From an optimization exercise on the open Yosys and OpenROAD flow, aimed at small area, a short achievable clock period and few clock cycles per item; shortcuts taken in it are not production practice.
At most, simulation tests tie the RTL to the original design; equivalence was not proved.
Power and IR drop assume default switching activity.

==> module soc_top, before the edit <==
module soc_top #(
  parameter int MEM_WORDS = 64
) (
  input  logic        clock,
  input  logic        reset,
  input  logic        dmi_req_valid,
  output logic        dmi_req_ready,
  input  logic [6:0]  dmi_req_addr,
  input  logic [31:0] dmi_req_data,
  input  logic [1:0]  dmi_req_op,
  output logic        dmi_resp_valid,
  input  logic        dmi_resp_ready,
  output logic [31:0] dmi_resp_data,
  output logic [1:0]  dmi_resp_resp,
  input  logic [1:0]  ext_irq,
  output logic [15:0] led,
  output logic [1:0]  irq
);
  localparam int QD = 4;                 
  localparam int NP = 4;                 
  localparam int PW = MEM_WORDS / NP;    
  logic [1:0]            dmcontrol;
  logic [31:0]           led_reg;
  logic [1:0]            pending;
  logic [1:0]            enable;
  logic [1:0]            irq_q;      
  logic [MEM_WORDS-1:0][31:0] mem_q;
  logic                  x_valid;
  logic                  x_write;    
  logic                  x_ctl;      
  logic                  x_mem;      
  logic                  x_mmio;     
  logic                  x_unmap;    
  logic [1:0]            x_off;      
  logic [MEM_WORDS-1:0]  x_sel;      
  logic                  x_read;     
  logic [31:0]           x_wdata;
  logic                  p_valid;
  logic [NP-1:0][31:0]   p_part;     
  logic                  p_rdmem;    
  logic                  p_err;
  logic [31:0]           p_data;
  logic [QD-1:0]         q_valid;
  logic [31:0]           q_data [QD];
  logic                  q_err  [QD];
  logic                  ready_q;
  logic accept;
  logic is_access;
  logic ndm;
  assign ndm           = dmcontrol[1];
  assign dmi_req_ready = ready_q;
  assign accept        = dmi_req_valid && ready_q;
  assign is_access     = (dmi_req_op == 2'd1) || (dmi_req_op == 2'd2);
  always_ff @(posedge clock) begin
    x_write <= (dmi_req_op == 2'd2);
    x_read  <= (dmi_req_op == 2'd1);
    x_ctl   <= is_access && (dmi_req_addr == 7'h10);
    x_mem   <= is_access && dmi_req_addr[6];
    x_mmio  <= is_access && (dmi_req_addr[6:2] == 5'b01000);
    x_unmap <= is_access && !dmi_req_addr[6] && (dmi_req_addr[6:2] != 5'b01000) &&
               (dmi_req_addr != 7'h10);
    x_off   <= dmi_req_addr[1:0];
    for (int i = 0; i < MEM_WORDS; i++) begin
      x_sel[i] <= accept && dmi_req_addr[6] && (dmi_req_addr[5:0] == 6'(i));
    end
    x_wdata <= dmi_req_data;
  end
  logic [NP-1:0][31:0] mem_rd;
  logic [31:0] mmio_rd;
  logic [31:0] new_data;
  logic        new_err;
  logic        mmio_wr;
  logic        mem_wr;
  always_comb begin
    mem_rd = '0;
    for (int i = 0; i < MEM_WORDS; i++) begin
      mem_rd[i / PW] = mem_rd[i / PW] | (mem_q[i] & {32{x_sel[i]}});
    end
  end
  always_comb begin
    case (x_off)
      2'd0:    mmio_rd = led_reg;
      2'd1:    mmio_rd = {30'b0, pending};
      2'd2:    mmio_rd = {30'b0, enable};
      default: mmio_rd = {30'b0, pending & enable};
    endcase
  end
  assign new_data = (mmio_rd & {32{x_mmio && !x_write && !ndm}}) |
                    ({30'b0, dmcontrol} & {32{x_ctl && !x_write}});
  assign new_err  = x_unmap || ((x_mem || x_mmio) && ndm);
  assign mem_wr   = x_write && !ndm;
  assign mmio_wr  = x_valid && x_mmio && x_write && !ndm;
  always_ff @(posedge clock) begin
    for (int i = 0; i < MEM_WORDS; i++) begin
      if (mem_wr && x_sel[i]) begin
        mem_q[i] <= x_wdata;
      end
    end
  end
  always_ff @(posedge clock) begin
    if (reset) begin
      dmcontrol <= 2'b00;
    end else if (x_valid && x_ctl && x_write) begin
      dmcontrol <= x_wdata[1:0];
    end
  end
  logic [1:0] pending_n, enable_n;
  assign pending_n = (pending & ~((mmio_wr && x_off == 2'd1) ? x_wdata[1:0] : 2'b00)) | ext_irq;
  assign enable_n  = (mmio_wr && x_off == 2'd2) ? x_wdata[1:0] : enable;
  always_ff @(posedge clock) begin
    if (reset || ndm) begin
      led_reg <= '0;
      pending <= '0;
      enable  <= '0;
      irq_q   <= '0;
    end else begin
      pending <= pending_n;
      enable  <= enable_n;
      irq_q   <= pending_n & enable_n;
      if (mmio_wr && x_off == 2'd0) begin
        led_reg <= x_wdata;
      end
    end
  end
  always_ff @(posedge clock) begin
    p_part[0] <= (mem_rd[0] & {32{x_read && !ndm}}) | new_data;
    for (int k = 1; k < NP; k++) p_part[k] <= mem_rd[k];
    p_rdmem <= x_read && !ndm;
    p_err   <= new_err;
  end
  always_comb begin
    p_data = '0;
    for (int k = 1; k < NP; k++) p_data = p_data | p_part[k];
    p_data = (p_data & {32{p_rdmem}}) | p_part[0];
  end
  logic          take;
  logic [QD-1:0] q_valid_n;
  logic [QD:0]   q_ext;      
  logic [QD-1:0] q_at;       
  assign take  = q_valid[0] && dmi_resp_ready;
  assign q_ext = {q_valid, 1'b1};
  always_comb begin
    for (int i = 0; i < QD; i++) q_at[i] = q_ext[i] && !q_ext[i + 1];
  end
  always_comb begin
    case ({p_valid, take})
      2'b10:   q_valid_n = {q_valid[QD-2:0], 1'b1};
      2'b01:   q_valid_n = {1'b0, q_valid[QD-1:1]};
      default: q_valid_n = q_valid;
    endcase
  end
  logic ready_n;
  always_comb begin
    case ({accept, x_valid})
      2'b00:   ready_n = !q_valid_n[QD-1];
      2'b11:   ready_n = !q_valid_n[QD-3];
      default: ready_n = !q_valid_n[QD-2];
    endcase
  end
  always_ff @(posedge clock) begin
    if (reset) begin
      x_valid <= 1'b0;
      p_valid <= 1'b0;
      ready_q <= 1'b1;
      q_valid <= '0;
    end else begin
      x_valid <= accept;
      p_valid <= x_valid;
      ready_q <= ready_n;
      q_valid <= q_valid_n;
    end
  end
  always_ff @(posedge clock) begin
    for (int i = 0; i < QD; i++) begin
      if (take) begin
        if (p_valid && q_at[(i < QD - 1) ? i + 1 : i] && i < QD - 1) begin
          q_data[i] <= p_data;
          q_err[i]  <= p_err;
        end else if (i < QD - 1) begin
          q_data[i] <= q_data[(i < QD - 1) ? i + 1 : i];
          q_err[i]  <= q_err[(i < QD - 1) ? i + 1 : i];
        end
      end else if (p_valid && q_at[i]) begin
        q_data[i] <= p_data;
        q_err[i]  <= p_err;
      end
    end
  end
  assign dmi_resp_valid = q_valid[0];
  assign dmi_resp_data  = q_data[0];
  assign dmi_resp_resp  = {q_err[0], 1'b0};
  assign led            = led_reg[15:0];
  assign irq            = irq_q;
endmodule
==> flow/config.mk <==
export PLATFORM = sky130hd
export DESIGN_NAME = soc_top
export DESIGN_NICKNAME = soc_top
export VERILOG_FILES = /design/flow/design.v
export SDC_FILE = /design/flow/constraint.sdc
export NUM_CORES = 4
export LEC_CHECK = 0
export CAP_MARGIN = 20
export CORE_MARGIN = 2
export CORE_UTILIZATION = 40
export CTS_CLUSTER_DIAMETER = 50
export CTS_CLUSTER_SIZE = 20
export PLACE_DENSITY = 0.6
export SETUP_SLACK_MARGIN = 2.5
export SLEW_MARGIN = 20
==> flow/constraint.sdc <==
create_clock -name core_clock -period 5.0 [get_ports {clock}]
set_input_delay 1.0000 -clock core_clock [delete_from_list [all_inputs] [get_ports {clock}]]
set_output_delay 1.0000 -clock core_clock [all_outputs]
set_load 0.01 [all_outputs]
run.sh (not shown) runs the stock make flow with config.mk's settings and CLKGATE_MAP_FILE= SYNTH_SCRIPT=/design/flow/synth_recipe.tcl, a recipe that flattens the netlist after the stock synthesis.
The baseline ran to the end with no violations.
Testbench counts at the start, summed over its fixed seeds: cycles 4,120, items 4,096.
Next try:
--- a/flow/design.v
+++ b/flow/design.v
@@ -68,8 +68,9 @@
   logic [31:0]           x_wdata;
   logic                  p_valid;
   logic [NP-1:0][31:0]   p_part;     
   logic                  p_rdmem;    
+  logic [31:0]           p_other;    
   logic                  p_err;
   logic [31:0]           p_data;
   logic [QD-1:0]         q_valid;
   logic [31:0]           q_data [QD];
@@ -153,17 +154,17 @@
       end
     end
   end
   always_ff @(posedge clock) begin
-    p_part[0] <= (mem_rd[0] & {32{x_read && !ndm}}) | new_data;
-    for (int k = 1; k < NP; k++) p_part[k] <= mem_rd[k];
+    p_part  <= mem_rd;
     p_rdmem <= x_read && !ndm;
+    p_other <= new_data;
     p_err   <= new_err;
   end
   always_comb begin
     p_data = '0;
-    for (int k = 1; k < NP; k++) p_data = p_data | p_part[k];
-    p_data = (p_data & {32{p_rdmem}}) | p_part[0];
+    for (int k = 0; k < NP; k++) p_data = p_data | p_part[k];
+    p_data = (p_data & {32{p_rdmem}}) | p_other;
   end
   logic          take;
   logic [QD-1:0] q_valid_n;
   logic [QD:0]   q_ext;      
Outcome:
- routed wire length came out higher by 5.5%
- count of clock-buffer cells in the layout came out lower by 9
- combinational power came out lower by 16%
- final cell count came out higher by 1.6%
- area after synthesis came out higher by 0.99%
- total power came out lower by 2.9%
- sequential share of layout area came out higher by 0.29 points
- worst hold slack loses 0.0094 ns
Testbench counts after the change, summed over its fixed seeds: cycles 4,120, items 4,096.


== willow ==
Another version of the RTL of soc_top (not shown whole).
Size in the first run: ~4100 cells after synthesis, roughly 100 I/O pins, roughly 80000 µm² of cells after synthesis.
==> module soc_top, before the edit <==
module soc_top #(
  parameter int MEM_WORDS = 64
) (
  input  logic        clock,
  input  logic        reset,
  input  logic        dmi_req_valid,
  output logic        dmi_req_ready,
  input  logic [6:0]  dmi_req_addr,
  input  logic [31:0] dmi_req_data,
  input  logic [1:0]  dmi_req_op,
  output logic        dmi_resp_valid,
  input  logic        dmi_resp_ready,
  output logic [31:0] dmi_resp_data,
  output logic [1:0]  dmi_resp_resp,
  input  logic [1:0]  ext_irq,
  output logic [15:0] led,
  output logic [1:0]  irq
);
  logic [1:0]            dmcontrol;
  logic [31:0]           led_reg;
  logic [1:0]            pending;
  logic [1:0]            enable;
  logic [MEM_WORDS-1:0][31:0] mem_q;
  logic                  x_valid;
  logic                  x_write;    
  logic                  x_ctl;      
  logic                  x_mem;      
  logic                  x_mmio;     
  logic                  x_unmap;    
  logic [1:0]            x_off;      
  logic [MEM_WORDS-1:0]  x_sel;      
  logic [31:0]           x_wdata;
  logic                  h_valid, b_valid;
  logic [31:0]           h_data,  b_data;
  logic                  h_err,   b_err;
  logic accept;
  logic is_access;
  logic ndm;
  assign ndm           = dmcontrol[1];
  logic                  ready_q;    
  logic [1:0]            irq_q;      
  assign dmi_req_ready = ready_q;
  assign accept        = dmi_req_valid && dmi_req_ready;
  assign is_access     = (dmi_req_op == 2'd1) || (dmi_req_op == 2'd2);
  logic        x_go;        
  logic        take;
  logic        x_rd_mem;
  logic [31:0] mem_rd;
  logic [31:0] mmio_rd;
  logic [31:0] new_data;
  logic        new_err;
  logic        mmio_wr;
  assign take  = h_valid && dmi_resp_ready;
  assign x_go  = x_valid && !b_valid;
  always_comb begin
    mem_rd = '0;
    for (int i = 0; i < MEM_WORDS; i++) begin
      mem_rd = mem_rd | (mem_q[i] & {32{x_sel[i]}});
    end
  end
  always_comb begin
    case (x_off)
      2'd0:    mmio_rd = led_reg;
      2'd1:    mmio_rd = {30'b0, pending};
      2'd2:    mmio_rd = {30'b0, enable};
      default: mmio_rd = {30'b0, pending & enable};
    endcase
  end
  assign x_rd_mem = x_mem && !x_write && !ndm;
  assign new_data = (mem_rd & {32{x_rd_mem}}) |
                    (mmio_rd & {32{x_mmio && !x_write && !ndm}}) |
                    ({30'b0, dmcontrol} & {32{x_ctl && !x_write}});
  assign new_err  = x_unmap || ((x_mem || x_mmio) && ndm);
  assign mmio_wr  = x_go && x_mmio && x_write && !ndm;
  logic x_valid_n, b_valid_n;
  assign x_valid_n = accept || (x_valid && !x_go);
  assign b_valid_n = (!h_valid || take) ? 1'b0 : (b_valid || x_go);
  always_ff @(posedge clock) begin
    if (reset) begin
      x_valid <= 1'b0;
      ready_q <= 1'b1;
    end else begin
      x_valid <= x_valid_n;
      ready_q <= !(x_valid_n && b_valid_n);
    end
  end
  always_ff @(posedge clock) begin
    if (dmi_req_ready) begin
      x_write <= (dmi_req_op == 2'd2);
      x_ctl   <= is_access && (dmi_req_addr == 7'h10);
      x_mem   <= is_access && dmi_req_addr[6];
      x_mmio  <= is_access && (dmi_req_addr[6:2] == 5'b01000);
      x_unmap <= is_access && !dmi_req_addr[6] && (dmi_req_addr[6:2] != 5'b01000) &&
                 (dmi_req_addr != 7'h10);
      x_off   <= dmi_req_addr[1:0];
      for (int i = 0; i < MEM_WORDS; i++) begin
        x_sel[i] <= is_access && dmi_req_addr[6] && (dmi_req_addr[5:0] == 6'(i));
      end
      x_wdata <= dmi_req_data;
    end
  end
  always_ff @(posedge clock) begin
    for (int i = 0; i < MEM_WORDS; i++) begin
      if (x_go && x_write && !ndm && x_sel[i]) begin
        mem_q[i] <= x_wdata;
      end
    end
  end
  always_ff @(posedge clock) begin
    if (reset) begin
      dmcontrol <= 2'b00;
    end else if (x_go && x_ctl && x_write) begin
      dmcontrol <= x_wdata[1:0];
    end
  end
  logic [1:0] pending_n, enable_n;
  assign pending_n = (pending & ~((mmio_wr && x_off == 2'd1) ? x_wdata[1:0] : 2'b00)) | ext_irq;
  assign enable_n  = (mmio_wr && x_off == 2'd2) ? x_wdata[1:0] : enable;
  always_ff @(posedge clock) begin
    if (reset || ndm) begin
      led_reg <= '0;
      pending <= '0;
      enable  <= '0;
      irq_q   <= '0;
    end else begin
      pending <= pending_n;
      enable  <= enable_n;
      irq_q   <= pending_n & enable_n;
      if (mmio_wr && x_off == 2'd0) begin
        led_reg <= x_wdata;
      end
    end
  end
  always_ff @(posedge clock) begin
    if (reset) begin
      h_valid <= 1'b0;
      b_valid <= 1'b0;
    end else begin
      if (!h_valid || take) begin
        h_valid <= b_valid || x_go;
        b_valid <= 1'b0;
      end else if (x_go) begin
        b_valid <= 1'b1;
      end
    end
  end
  always_ff @(posedge clock) begin
    if (!h_valid || take) begin
      h_data <= b_valid ? b_data : new_data;
      h_err  <= b_valid ? b_err  : new_err;
    end
    if (!b_valid) begin
      b_data <= new_data;
      b_err  <= new_err;
    end
  end
  assign dmi_resp_valid = h_valid;
  assign dmi_resp_data  = h_data;
  assign dmi_resp_resp  = {h_err, 1'b0};
  assign led            = led_reg[15:0];
  assign irq            = irq_q;
endmodule
make LEC_CHECK=0 CAP_MARGIN=20 CORE_MARGIN=2 CORE_UTILIZATION=40 PLACE_DENSITY=0.6 SETUP_SLACK_MARGIN=2.5 SLEW_MARGIN=20 finish   # period 5.0 ns
Testbench counts of willow, summed over its fixed seeds: cycles 4,112, items 4,096.
Here is what was changed in the inputs of delta compared with willow.
diff --git a/flow/design.v b/flow/design.v
--- a/flow/design.v
+++ b/flow/design.v
@@ -60,18 +60,17 @@
   logic                  x_unmap;    
   logic [1:0]            x_off;      
   logic [MEM_WORDS-1:0]  x_sel;      
   logic [31:0]           x_wdata;
-  logic                  h_valid, b_valid;
-  logic [31:0]           h_data,  b_data;
-  logic                  h_err,   b_err;
+  logic                  h_valid;
+  logic [31:0]           h_data;
+  logic                  h_err;
+  logic [1:0]            irq_q;      
   logic accept;
   logic is_access;
   logic ndm;
   assign ndm           = dmcontrol[1];
-  logic                  ready_q;    
-  logic [1:0]            irq_q;      
-  assign dmi_req_ready = ready_q;
+  assign dmi_req_ready = !x_valid || !h_valid || dmi_resp_ready;
   assign accept        = dmi_req_valid && dmi_req_ready;
   assign is_access     = (dmi_req_op == 2'd1) || (dmi_req_op == 2'd2);
   logic        x_go;        
   logic        take;
@@ -81,9 +80,9 @@
   logic [31:0] new_data;
   logic        new_err;
   logic        mmio_wr;
   assign take  = h_valid && dmi_resp_ready;
-  assign x_go  = x_valid && !b_valid;
+  assign x_go  = x_valid && (!h_valid || dmi_resp_ready);
   always_comb begin
     mem_rd = '0;
     for (int i = 0; i < MEM_WORDS; i++) begin
       mem_rd = mem_rd | (mem_q[i] & {32{x_sel[i]}});
@@ -102,18 +101,13 @@
                     (mmio_rd & {32{x_mmio && !x_write && !ndm}}) |
                     ({30'b0, dmcontrol} & {32{x_ctl && !x_write}});
   assign new_err  = x_unmap || ((x_mem || x_mmio) && ndm);
   assign mmio_wr  = x_go && x_mmio && x_write && !ndm;
-  logic x_valid_n, b_valid_n;
-  assign x_valid_n = accept || (x_valid && !x_go);
-  assign b_valid_n = (!h_valid || take) ? 1'b0 : (b_valid || x_go);
   always_ff @(posedge clock) begin
     if (reset) begin
       x_valid <= 1'b0;
-      ready_q <= 1'b1;
     end else begin
-      x_valid <= x_valid_n;
-      ready_q <= !(x_valid_n && b_valid_n);
+      x_valid <= accept || (x_valid && !x_go);
     end
   end
   always_ff @(posedge clock) begin
     if (dmi_req_ready) begin
@@ -164,26 +158,16 @@
   end
   always_ff @(posedge clock) begin
     if (reset) begin
       h_valid <= 1'b0;
-      b_valid <= 1'b0;
-    end else begin
-      if (!h_valid || take) begin
-        h_valid <= b_valid || x_go;
-        b_valid <= 1'b0;
-      end else if (x_go) begin
-        b_valid <= 1'b1;
-      end
+    end else if (!h_valid || take) begin
+      h_valid <= x_go;
     end
   end
   always_ff @(posedge clock) begin
     if (!h_valid || take) begin
-      h_data <= b_valid ? b_data : new_data;
-      h_err  <= b_valid ? b_err  : new_err;
-    end
-    if (!b_valid) begin
-      b_data <= new_data;
-      b_err  <= new_err;
+      h_data <= new_data;
+      h_err  <= new_err;
     end
   end
   assign dmi_resp_valid = h_valid;
   assign dmi_resp_data  = h_data;
Notes after the runs:
- Relative to willow, the number of clock sinks of delta is lower by about 1.5%.
- Diff willow -> delta | minimum setup slack in the final design | decrease of 0.0037 ns
- Any difference in simple logic cell fraction of the synthesized area between delta and willow is small enough to ignore.
- | relative contribution of combinational cells to total power | lower: willow |
- Of willow and delta, willow shows the higher register area, with delta below it.
- In the floorplan summary, delta is listed with a die area less than that of willow.
- Summary — critical path depth, delta relative to willow: higher, by 3.
- Sort willow and delta by global-route usage, descending, and delta comes first.
For delta, only the layout was checked, not whether the RTL still works.

static timing again, ports no longer ideal:
The flow's constraints put no driver on any port. The routed layouts listed below were extracted and timed again, unchanged, in two steps. Step 1 sets driving cells, clkbuf_16 on the clock port and buf_2 on the other inputs (assumed; they add their load-dependent delay and slew). Step 2 moves the port delays by t, midway between the first and last clock arrival at a register: inputs arrive t later, outputs are due t later. That takes back most of the time a late clock gives input paths. Three values: no drivers, after step 1, after step 2; two values: the first two.
run	t, ns	setup slack, ns	clock arrival spread, ns	worst register clock-pin slew, ns	pins driven straight from the clock port
the first run of note 1	0.930	2.535 / 2.476 / 1.798	0.044 / 0.043	0.09 / 0.09	1
the second run of note 1	0.908	2.454 / 2.454 / 1.752	0.056 / 0.056	0.09 / 0.09	1
willow	0.953	2.082 / 2.082 / 1.697	0.081 / 0.081	0.07 / 0.07	1
delta	0.925	2.078 / 2.063 / 1.689	0.063 / 0.063	0.07 / 0.07	1
After both steps every run listed still meets setup and hold. For the first run of note 1, which loses most, drivers alone change the setup slack by -0.059 ns; drivers and shift together by -0.737 ns.
